This is an optimization exercise on Yosys and OpenROAD, whose aim is small area, a short achievable clock period and few clock cycles per item, not a production implementation.
Where RTL was checked, it was by simulation tests only, not by an equivalence proof against the original.

10-18:
==> flow/design.v <==
module anubis_round_engine #(
    parameter int ROUNDS = 12,
    parameter int IDXW   = 5
) (
    input  logic            clk,
    input  logic            reset,
    input  logic            in_valid,
    output logic            in_ready,
    input  logic [127:0]    in_dat,
    output logic [IDXW-1:0] rk_idx,
    input  logic [127:0]    rk_dat,
    output logic            out_valid,
    input  logic            out_ready,
    output logic [127:0]    out_dat
);
    localparam logic [63:0] PTAB = 64'h128769adcb450ef3;
    localparam logic [63:0] QTAB = 64'h81b7d40fc32a65e9;
    function automatic logic [3:0] pbox(input logic [3:0] x);
        pbox = PTAB[4*x +: 4];
    endfunction
    function automatic logic [3:0] qbox(input logic [3:0] x);
        qbox = QTAB[4*x +: 4];
    endfunction
    function automatic logic [7:0] sbox_front(input logic [7:0] x);
        logic [7:0] a, b;
        a          = {pbox(x[7:4]), qbox(x[3:0])};
        a          = {a[7:6], a[3:2], a[5:4], a[1:0]};
        b          = {qbox(a[7:4]), pbox(a[3:0])};
        sbox_front = {b[7:6], b[3:2], b[5:4], b[1:0]};
    endfunction
    function automatic logic [7:0] sbox_back(input logic [7:0] b);
        sbox_back = {pbox(b[7:4]), qbox(b[3:0])};
    endfunction
    function automatic logic [7:0] x2(input logic [7:0] x);
        x2 = {x[6:0], 1'b0} ^ (x[7] ? 8'h1d : 8'h00);
    endfunction
    function automatic logic [7:0] x4(input logic [7:0] x);
        x4 = x2(x2(x));
    endfunction
    function automatic logic [7:0] byte_of(input logic [127:0] v, input int unsigned n);
        byte_of = v[8*(15-n) +: 8];
    endfunction
    function automatic logic [31:0] theta_mix(input logic [31:0] g);
        logic [7:0] g0, g1, g2, g3, d01, d02, d13, d23;
        g0  = g[31:24];
        g1  = g[23:16];
        g2  = g[15:8];
        g3  = g[7:0];
        d01 = g0 ^ g1;
        d02 = g0 ^ g2;
        d13 = g1 ^ g3;
        d23 = g2 ^ g3;
        theta_mix = {x2(d13) ^ x4(d23),
                     x2(d02) ^ x4(d23),
                     x2(d13) ^ x4(d01),
                     x2(d02) ^ x4(d01)};
    endfunction
    logic [127:0] ra, rb;              
    logic         ph;                  
    logic [1:0]   busy;                
    logic [3:0]   rc0, rc1;            
    logic         ld;                  
    logic         mix_en;              
    logic         free;                
    logic         stall;
    logic [127:0] f_vec, g_vec, mix_vec, ra_nxt;
    assign stall   = out_valid & ~out_ready;
    assign in_ready = ld;
    assign out_dat = ra;
    always_comb begin
        for (int unsigned i = 0; i < 4; i++)
            for (int unsigned j = 0; j < 4; j++)
                f_vec[8*(15-(4*i+j)) +: 8] = sbox_front(byte_of(ra, 4*j+i));
        for (int unsigned n = 0; n < 16; n++)
            g_vec[8*(15-n) +: 8] = sbox_back(byte_of(rb, n));
        for (int unsigned i = 0; i < 4; i++)
            mix_vec[32*(3-i) +: 32] = theta_mix(g_vec[32*(3-i) +: 32]);
        ra_nxt = (free ? in_dat : g_vec) ^ rk_dat ^ (mix_vec & {128{mix_en}});
    end
    always_ff @(posedge clk) begin
        if (!stall) begin
            ra <= ra_nxt;
            rb <= f_vec;
        end
    end
    logic       nph;
    logic [1:0] busy_n;
    logic [3:0] rc_cur, rc_oth, rc_cur_n;
    logic       fin;
    assign rc_cur = ph ? rc1 : rc0;
    assign rc_oth = ph ? rc0 : rc1;
    always_comb begin
        nph      = ~ph;
        busy_n   = busy;
        rc_cur_n = rc_cur;
        fin      = 1'b0;
        if (busy[ph]) begin
            if (rc_cur == 4'(ROUNDS)) begin
                busy_n[ph] = 1'b0;
                fin        = 1'b1;
            end
            rc_cur_n = rc_cur + 4'd1;
        end else if (ld && in_valid) begin
            busy_n[ph] = 1'b1;
            rc_cur_n   = 4'd1;
        end
    end
    always_ff @(posedge clk) begin
        if (reset) begin
            ph        <= 1'b0;
            busy      <= 2'b00;
            rc0       <= 4'd0;
            rc1       <= 4'd0;
            ld        <= 1'b1;
            mix_en    <= 1'b0;
            free      <= 1'b1;
            out_valid <= 1'b0;
            rk_idx    <= '0;
        end else if (!stall) begin
            ph        <= nph;
            busy      <= busy_n;
            if (ph) rc1 <= rc_cur_n;
            else    rc0 <= rc_cur_n;
            out_valid <= fin;
            ld        <= ~busy[nph] & ~fin & ~(ld & in_valid);
            mix_en    <= busy[nph] & (rc_oth != 4'(ROUNDS));
            free      <= ~busy[nph];
            rk_idx    <= busy[nph] ? IDXW'(rc_oth) : '0;
        end
    end
endmodule
export LEC_CHECK = 0
export CAP_MARGIN = 20
export CORE_MARGIN = 2
export CORE_UTILIZATION = 50
export CTS_BUF_LIST = sky130_fd_sc_hd__clkbuf_16 sky130_fd_sc_hd__clkbuf_8
export CTS_CLUSTER_DIAMETER = 80
export CTS_CLUSTER_SIZE = 30
export PLACE_DENSITY = 0.6
export SETUP_SLACK_MARGIN = 4.15
export SLEW_MARGIN = 20
create_clock -name core_clock -period 7.0 [get_ports {clk}]
standard.sh (not shown) runs the stock make flow with config.mk's settings and CLKGATE_MAP_FILE= SYNTH_SCRIPT=/design/flow/synth_recipe.tcl, a recipe that flattens the netlist after the stock synthesis.
==> flow/flow/run.sh <==
#!/bin/bash
# Standard synthesis, then the combinational logic re-mapped by ABC for area
# (flip-flops untouched), then the standard layout from floorplan on, with
# small input-port buffers and stronger output-port buffers.
set -euo pipefail
WORK=$(pwd)
R=$WORK/orfs/results/$FLOW_PLATFORM/anubis_round_engine/base
YOSYS=$(command -v yosys || echo "$FLOW_HOME/../tools/install/yosys/bin/yosys")
bash standard.sh synth > synth_std.log 2>&1
cp "$R/1_2_yosys.v" "$WORK/std_synth.v"
PLATFORM_LIB=$FLOW_HOME/platforms/sky130hd/lib/sky130_fd_sc_hd__tt_025C_1v80.lib \
NET_IN=$WORK/std_synth.v NET_OUT=$WORK/remap.v ABC_ARGS="-D 2000" \
    "$YOSYS" -c flow/remap.tcl > remap.log 2>&1
cp "$WORK/remap.v" "$R/1_2_yosys.v"
rm -f "$R/1_synth.odb" "$R/1_synth.sdc"
export PRE_RESIZE_TCL=$WORK/flow/outbuf.tcl
bash standard.sh BUFFER_PORTS_ARGS="-inputs -buffer_cell sky130_fd_sc_hd__buf_1" finish > layout.log 2>&1
==> flow/flow/outbuf.tcl <==
# Buffer the output ports with a stronger buffer than the input ports get.
buffer_ports -outputs -buffer_cell sky130_fd_sc_hd__buf_2
==> flow/flow/remap.tcl <==
# Re-map the combinational logic of the standard synthesis netlist for area.
# Flip-flops stay the instances (names and cell types) the standard synthesis made.
yosys -import
set LIB $::env(PLATFORM_LIB)
read_liberty -ignore_miss_func -ignore_miss_dir $LIB
read_verilog $::env(NET_IN)
hierarchy -top $::env(FLOW_TOP)
blackbox sky130_fd_sc_hd__df* sky130_fd_sc_hd__edf* sky130_fd_sc_hd__sdf* sky130_fd_sc_hd__dl* sky130_fd_sc_hd__sedf* sky130_fd_sc_hd__conb_1
flatten
opt -purge
abc {*}$::env(ABC_ARGS) -liberty $LIB -dont_use sky130_fd_sc_hd__probe_p_8 -dont_use sky130_fd_sc_hd__probec_p_8 -dont_use sky130_fd_sc_hd__lpflow_*
opt_clean -purge
hilomap -singleton -hicell sky130_fd_sc_hd__conb_1 HI -locell sky130_fd_sc_hd__conb_1 LO
splitnets
opt_clean -purge
stat -liberty $LIB

write_verilog -noattr -nohex -nodec $::env(NET_OUT)
### 10-18 -> 07-23
--- a/flow/design.v
+++ b/flow/design.v
@@ -22,13 +22,11 @@
         qbox = QTAB[4*x +: 4];
     endfunction
-    function automatic logic [7:0] sbox_front(input logic [7:0] x);
+    function automatic logic [7:0] sbox(input logic [7:0] x);
         logic [7:0] a, b;
-        a          = {pbox(x[7:4]), qbox(x[3:0])};
-        a          = {a[7:6], a[3:2], a[5:4], a[1:0]};
-        b          = {qbox(a[7:4]), pbox(a[3:0])};
-        sbox_front = {b[7:6], b[3:2], b[5:4], b[1:0]};
-    endfunction
-    function automatic logic [7:0] sbox_back(input logic [7:0] b);
-        sbox_back = {pbox(b[7:4]), qbox(b[3:0])};
+        a    = {pbox(x[7:4]), qbox(x[3:0])};
+        a    = {a[7:6], a[3:2], a[5:4], a[1:0]};
+        b    = {qbox(a[7:4]), pbox(a[3:0])};
+        b    = {b[7:6], b[3:2], b[5:4], b[1:0]};
+        sbox = {pbox(b[7:4]), qbox(b[3:0])};
     endfunction
     function automatic logic [7:0] x2(input logic [7:0] x);
@@ -41,5 +39,5 @@
         byte_of = v[8*(15-n) +: 8];
     endfunction
-    function automatic logic [31:0] theta_mix(input logic [31:0] g);
+    function automatic logic [31:0] theta_row(input logic [31:0] g);
         logic [7:0] g0, g1, g2, g3, d01, d02, d13, d23;
         g0  = g[31:24];
@@ -51,8 +49,8 @@
         d13 = g1 ^ g3;
         d23 = g2 ^ g3;
-        theta_mix = {x2(d13) ^ x4(d23),
-                     x2(d02) ^ x4(d23),
-                     x2(d13) ^ x4(d01),
-                     x2(d02) ^ x4(d01)};
+        theta_row = {g0 ^ x2(d13) ^ x4(d23),
+                     g1 ^ x2(d02) ^ x4(d23),
+                     g2 ^ x2(d13) ^ x4(d01),
+                     g3 ^ x2(d02) ^ x4(d01)};
     endfunction
     logic [127:0] ra, rb;              
@@ -61,8 +59,7 @@
     logic [3:0]   rc0, rc1;            
     logic         ld;                  
-    logic         mix_en;              
-    logic         free;                
+    logic         last;                
     logic         stall;
-    logic [127:0] f_vec, g_vec, mix_vec, ra_nxt;
+    logic [127:0] gt_vec, th_vec, b_vec, ra_nxt;
     assign stall   = out_valid & ~out_ready;
     assign in_ready = ld;
@@ -71,15 +68,14 @@
         for (int unsigned i = 0; i < 4; i++)
             for (int unsigned j = 0; j < 4; j++)
-                f_vec[8*(15-(4*i+j)) +: 8] = sbox_front(byte_of(ra, 4*j+i));
-        for (int unsigned n = 0; n < 16; n++)
-            g_vec[8*(15-n) +: 8] = sbox_back(byte_of(rb, n));
+                gt_vec[8*(15-(4*i+j)) +: 8] = sbox(byte_of(ra, 4*j+i));
         for (int unsigned i = 0; i < 4; i++)
-            mix_vec[32*(3-i) +: 32] = theta_mix(g_vec[32*(3-i) +: 32]);
-        ra_nxt = (free ? in_dat : g_vec) ^ rk_dat ^ (mix_vec & {128{mix_en}});
+            th_vec[32*(3-i) +: 32] = theta_row(rb[32*(3-i) +: 32]);
+        b_vec  = ld ? in_dat : (last ? rb : th_vec);
+        ra_nxt = b_vec ^ rk_dat;
     end
     always_ff @(posedge clk) begin
         if (!stall) begin
             ra <= ra_nxt;
-            rb <= f_vec;
+            rb <= gt_vec;
         end
     end
@@ -113,6 +109,5 @@
             rc1       <= 4'd0;
             ld        <= 1'b1;
-            mix_en    <= 1'b0;
-            free      <= 1'b1;
+            last      <= 1'b0;
             out_valid <= 1'b0;
             rk_idx    <= '0;
@@ -124,6 +119,5 @@
             out_valid <= fin;
             ld        <= ~busy[nph] & ~fin & ~(ld & in_valid);
-            mix_en    <= busy[nph] & (rc_oth != 4'(ROUNDS));
-            free      <= ~busy[nph];
+            last      <= busy[nph] & (rc_oth == 4'(ROUNDS));
             rk_idx    <= busy[nph] ? IDXW'(rc_oth) : '0;
         end
--- outcome ---
07-23: full flow OK, the timing, design-rule and antenna checks passed
Synthesized area essentially unchanged between 10-18 and 07-23.
07-23 ends up with lower sequential share of layout area than 10-18 does.
Comparing 10-18 and 07-23, the higher ratio of cells with drive above 1 in the final layout is on 07-23.
Against 10-18, 07-23 comes in 3.7 points higher on synthesis-to-layout area growth.
Fraction of standard cell area in multi-input logic: lower on 07-23
Number of buffers and inverters on the critical path (higher): 07-23
[07-23] shortest period the worst path allows rose 0.085 ns relative to 10-18
Register area: 07-23 vs 10-18, no meaningful difference
Diff 10-18 -> 07-23: final cell count up 96, number of gates resized after CTS now sits higher, maximum operating frequency fell by about 3%, global-route usage over all layers -0.87 points.
Looking only at number of iterations in the first detailed-routing pass, and setting everything else aside, the higher value of 10-18 and 07-23 goes to 07-23.
Testbench counts of 07-23, summed over its fixed seeds: cycles 6,680, items 512.
Function not checked in 10-18: the RTL went through the layout flow alone.

== rev 12 ==
anubis_round_engine, a different RTL version from the one above (not shown whole).
Size in the first run: about 3000 cells after synthesis, about 400 I/O pins, ~0.025 mm² of cells after synthesis.
==> module anubis_round_engine, before the edit <==
module anubis_round_engine #(
    parameter int ROUNDS = 12,
    parameter int IDXW   = 5
) (
    input  logic            clk,
    input  logic            reset,
    input  logic            in_valid,
    output logic            in_ready,
    input  logic [127:0]    in_dat,
    output logic [IDXW-1:0] rk_idx,
    input  logic [127:0]    rk_dat,
    output logic            out_valid,
    input  logic            out_ready,
    output logic [127:0]    out_dat
);
    localparam logic [63:0] PTAB = 64'h128769adcb450ef3;
    localparam logic [63:0] QTAB = 64'h81b7d40fc32a65e9;
    function automatic logic [3:0] pbox(input logic [3:0] x);
        pbox = PTAB[4*x +: 4];
    endfunction
    function automatic logic [3:0] qbox(input logic [3:0] x);
        qbox = QTAB[4*x +: 4];
    endfunction
    function automatic logic [7:0] sbox_front(input logic [7:0] x);
        logic [7:0] a, b;
        a          = {pbox(x[7:4]), qbox(x[3:0])};
        a          = {a[7:6], a[3:2], a[5:4], a[1:0]};
        b          = {qbox(a[7:4]), pbox(a[3:0])};
        sbox_front = {b[7:6], b[3:2], b[5:4], b[1:0]};
    endfunction
    function automatic logic [7:0] sbox_back(input logic [7:0] b);
        sbox_back = {pbox(b[7:4]), qbox(b[3:0])};
    endfunction
    function automatic logic [7:0] x2(input logic [7:0] x);
        x2 = {x[6:0], 1'b0} ^ (x[7] ? 8'h1d : 8'h00);
    endfunction
    function automatic logic [7:0] x4(input logic [7:0] x);
        x4 = x2(x2(x));
    endfunction
    function automatic logic [7:0] byte_of(input logic [127:0] v, input int unsigned n);
        byte_of = v[8*(15-n) +: 8];
    endfunction
    function automatic logic [31:0] theta_row(input logic [31:0] g, input logic en);
        logic [7:0] g0, g1, g2, g3, d01, d02, d13, d23;
        g0  = g[31:24];
        g1  = g[23:16];
        g2  = g[15:8];
        g3  = g[7:0];
        d01 = g0 ^ g1;
        d02 = g0 ^ g2;
        d13 = g1 ^ g3;
        d23 = g2 ^ g3;
        theta_row = g ^ ({x2(d13) ^ x4(d23),
                          x2(d02) ^ x4(d23),
                          x2(d13) ^ x4(d01),
                          x2(d02) ^ x4(d01)} & {32{en}});
    endfunction
    logic [127:0] ra, rb;              
    logic         ph;                  
    logic [1:0]   busy;                
    logic [3:0]   rc0, rc1;            
    logic         ld;                  
    logic         last;                
    logic         stall;
    logic [127:0] f_vec, g_vec, th_vec, b_vec, ra_nxt;
    assign stall   = out_valid & ~out_ready;
    assign in_ready = ld;
    assign out_dat = ra;
    always_comb begin
        for (int unsigned i = 0; i < 4; i++)
            for (int unsigned j = 0; j < 4; j++)
                f_vec[8*(15-(4*i+j)) +: 8] = sbox_front(byte_of(ra, 4*j+i));
        for (int unsigned n = 0; n < 16; n++)
            g_vec[8*(15-n) +: 8] = sbox_back(byte_of(rb, n));
        for (int unsigned i = 0; i < 4; i++)
            th_vec[32*(3-i) +: 32] = theta_row(g_vec[32*(3-i) +: 32], ~last);
        b_vec  = ld ? in_dat : th_vec;
        ra_nxt = b_vec ^ rk_dat;
    end
    always_ff @(posedge clk) begin
        if (!stall) begin
            ra <= ra_nxt;
            rb <= f_vec;
        end
    end
    logic       nph;
    logic [1:0] busy_n;
    logic [3:0] rc_cur, rc_oth, rc_cur_n;
    logic       fin;
    assign rc_cur = ph ? rc1 : rc0;
    assign rc_oth = ph ? rc0 : rc1;
    always_comb begin
        nph      = ~ph;
        busy_n   = busy;
        rc_cur_n = rc_cur;
        fin      = 1'b0;
        if (busy[ph]) begin
            if (rc_cur == 4'(ROUNDS)) begin
                busy_n[ph] = 1'b0;
                fin        = 1'b1;
            end
            rc_cur_n = rc_cur + 4'd1;
        end else if (ld && in_valid) begin
            busy_n[ph] = 1'b1;
            rc_cur_n   = 4'd1;
        end
    end
    always_ff @(posedge clk) begin
        if (reset) begin
            ph        <= 1'b0;
            busy      <= 2'b00;
            rc0       <= 4'd0;
            rc1       <= 4'd0;
            ld        <= 1'b1;
            last      <= 1'b0;
            out_valid <= 1'b0;
            rk_idx    <= '0;
        end else if (!stall) begin
            ph        <= nph;
            busy      <= busy_n;
            if (ph) rc1 <= rc_cur_n;
            else    rc0 <= rc_cur_n;
            out_valid <= fin;
            ld        <= ~busy[nph] & ~fin & ~(ld & in_valid);
            last      <= busy[nph] & (rc_oth == 4'(ROUNDS));
            rk_idx    <= busy[nph] ? IDXW'(rc_oth) : '0;
        end
    end
endmodule
==> flow/config.mk <==
export PLATFORM = sky130hd
export DESIGN_NAME = anubis_round_engine
export DESIGN_NICKNAME = anubis_round_engine
export VERILOG_FILES = /design/flow/design.v
export SDC_FILE = /design/flow/constraint.sdc
export NUM_CORES = 4
export LEC_CHECK = 0
export CAP_MARGIN = 20
export CORE_MARGIN = 2
export CORE_UTILIZATION = 50
export CTS_BUF_LIST = sky130_fd_sc_hd__clkbuf_8 sky130_fd_sc_hd__clkbuf_4
export PLACE_DENSITY = 0.6
export SLEW_MARGIN = 20
==> flow/constraint.sdc <==
create_clock -name core_clock -period 7.0 [get_ports {clk}]
set_input_delay 1.4000 -clock core_clock [delete_from_list [all_inputs] [get_ports {clk}]]
set_output_delay 1.4000 -clock core_clock [all_outputs]
set_load 0.01 [all_outputs]
==> flow/flow/run.sh <==
#!/bin/bash
# Standard synthesis, then the combinational logic re-mapped by ABC for area
# (flip-flops untouched), then the standard layout from floorplan on.
set -euo pipefail
WORK=$(pwd)
R=$WORK/orfs/results/$FLOW_PLATFORM/anubis_round_engine/base
YOSYS=$(command -v yosys || echo "$FLOW_HOME/../tools/install/yosys/bin/yosys")
bash standard.sh synth > synth_std.log 2>&1
cp "$R/1_2_yosys.v" "$WORK/std_synth.v"
PLATFORM_LIB=$FLOW_HOME/platforms/sky130hd/lib/sky130_fd_sc_hd__tt_025C_1v80.lib \
NET_IN=$WORK/std_synth.v NET_OUT=$WORK/remap.v ABC_ARGS="-D 2000" \
    "$YOSYS" -c flow/remap.tcl > remap.log 2>&1
cp "$WORK/remap.v" "$R/1_2_yosys.v"
rm -f "$R/1_synth.odb" "$R/1_synth.sdc"
bash standard.sh BUFFER_PORTS_ARGS="-buffer_cell sky130_fd_sc_hd__buf_1" finish > layout.log 2>&1
Scripts as last shown in full above: flow/flow/remap.tcl
Edits applied to the flow inputs when going from rev 12 to rev 13:
-- flow/design.v --
<<< rev 12, line 22
        qbox = QTAB[4*x +: 4];
    endfunction
    function automatic logic [7:0] sbox_front(input logic [7:0] x);
        logic [7:0] a, b;
        a          = {pbox(x[7:4]), qbox(x[3:0])};
        a          = {a[7:6], a[3:2], a[5:4], a[1:0]};
        b          = {qbox(a[7:4]), pbox(a[3:0])};
        sbox_front = {b[7:6], b[3:2], b[5:4], b[1:0]};
    endfunction
    function automatic logic [7:0] sbox_back(input logic [7:0] b);
        sbox_back = {pbox(b[7:4]), qbox(b[3:0])};
    endfunction
    function automatic logic [7:0] x2(input logic [7:0] x);
>>> rev 13, line 22
        qbox = QTAB[4*x +: 4];
    endfunction
    function automatic logic [7:0] sbox(input logic [7:0] x);
        logic [7:0] a, b;
        a    = {pbox(x[7:4]), qbox(x[3:0])};
        a    = {a[7:6], a[3:2], a[5:4], a[1:0]};
        b    = {qbox(a[7:4]), pbox(a[3:0])};
        b    = {b[7:6], b[3:2], b[5:4], b[1:0]};
        sbox = {pbox(b[7:4]), qbox(b[3:0])};
    endfunction
    function automatic logic [7:0] x2(input logic [7:0] x);
<<< rev 12, line 41
        byte_of = v[8*(15-n) +: 8];
    endfunction
    function automatic logic [31:0] theta_row(input logic [31:0] g, input logic en);
        logic [7:0] g0, g1, g2, g3, d01, d02, d13, d23;
        g0  = g[31:24];
>>> rev 13, line 39
        byte_of = v[8*(15-n) +: 8];
    endfunction
    function automatic logic [31:0] theta_row(input logic [31:0] g);
        logic [7:0] g0, g1, g2, g3, d01, d02, d13, d23;
        g0  = g[31:24];
<<< rev 12, line 51
        d13 = g1 ^ g3;
        d23 = g2 ^ g3;
        theta_row = g ^ ({x2(d13) ^ x4(d23),
                          x2(d02) ^ x4(d23),
                          x2(d13) ^ x4(d01),
                          x2(d02) ^ x4(d01)} & {32{en}});
    endfunction
    logic [127:0] ra, rb;              
>>> rev 13, line 49
        d13 = g1 ^ g3;
        d23 = g2 ^ g3;
        theta_row = {g0 ^ x2(d13) ^ x4(d23),
                     g1 ^ x2(d02) ^ x4(d23),
                     g2 ^ x2(d13) ^ x4(d01),
                     g3 ^ x2(d02) ^ x4(d01)};
    endfunction
    logic [127:0] ra, rb;              
<<< rev 12, line 63
    logic         last;                
    logic         stall;
    logic [127:0] f_vec, g_vec, th_vec, b_vec, ra_nxt;
    assign stall   = out_valid & ~out_ready;
    assign in_ready = ld;
>>> rev 13, line 61
    logic         last;                
    logic         stall;
    logic [127:0] gt_vec, th_vec, b_vec, ra_nxt;
    assign stall   = out_valid & ~out_ready;
    assign in_ready = ld;
<<< rev 12, line 70
        for (int unsigned i = 0; i < 4; i++)
            for (int unsigned j = 0; j < 4; j++)
                f_vec[8*(15-(4*i+j)) +: 8] = sbox_front(byte_of(ra, 4*j+i));
        for (int unsigned n = 0; n < 16; n++)
            g_vec[8*(15-n) +: 8] = sbox_back(byte_of(rb, n));
        for (int unsigned i = 0; i < 4; i++)
            th_vec[32*(3-i) +: 32] = theta_row(g_vec[32*(3-i) +: 32], ~last);
        b_vec  = ld ? in_dat : th_vec;
        ra_nxt = b_vec ^ rk_dat;
    end
>>> rev 13, line 68
        for (int unsigned i = 0; i < 4; i++)
            for (int unsigned j = 0; j < 4; j++)
                gt_vec[8*(15-(4*i+j)) +: 8] = sbox(byte_of(ra, 4*j+i));
        for (int unsigned i = 0; i < 4; i++)
            th_vec[32*(3-i) +: 32] = theta_row(rb[32*(3-i) +: 32]);
        b_vec  = ld ? in_dat : (last ? rb : th_vec);
        ra_nxt = b_vec ^ rk_dat;
    end
<<< rev 12, line 81
        if (!stall) begin
            ra <= ra_nxt;
            rb <= f_vec;
        end
    end
>>> rev 13, line 77
        if (!stall) begin
            ra <= ra_nxt;
            rb <= gt_vec;
        end
    end
--- outcome ---
In rev 13 relative to rev 12, via count had gone down slightly.
Going from rev 12 to rev 13, routed metal-1 wirelength shrank by a few percent.
Of rev 13 and rev 12, the lower critical path's largest stage delay belongs to rev 12.
Between rev 13 and rev 12, worst slew margin relative to its limit is higher for rev 13, rev 12 comes in under that.
Rev 13 against rev 12: worst setup slack up 0.21 ns, actual transition at the worst max-transition pin moved down.
Testbench counts of rev 13, summed over its fixed seeds: cycles 6,680, items 512.
The RTL of rev 12 was laid out without a check of its function.

[afterwards: timing with drivers on the ports]
How much do the figures lean on ideal ports? The routed layouts below were timed once more, with nothing changed but the port constraints. Step 1, drivers: a clkbuf_16 drives clk and a buf_2 each remaining input, both assumed. Step 2, shift: input delay + t, output delay - t, t = (earliest + latest rising clock arrival at the registers) / 2. This alone moves slack from input paths to output paths. Slacks: ideal ports / drivers / drivers and shift; pairs: ideal ports / drivers.
| run | t (ns) | setup WS [ns] | slew at the worst register clock pin (ns) |
|---|---|---|---|
| 10-18 | 0.609 | 4.222 / 4.168 / 3.905 | 0.09 / 0.09 |
| 07-23 | 0.626 | 4.137 / 4.081 / 4.019 | 0.08 / 0.08 |
| rev 12 | 0.698 | 3.370 / 3.402 / 2.704 | 0.07 / 0.07 |
| rev 13 | 0.700 | 3.580 / 3.580 / 3.123 | 0.07 / 0.07 |
After both steps setup and hold are still met in every run listed. The setup slack of rev 12, which loses most, moves by +0.032 ns with the drivers and by -0.666 ns with both steps.
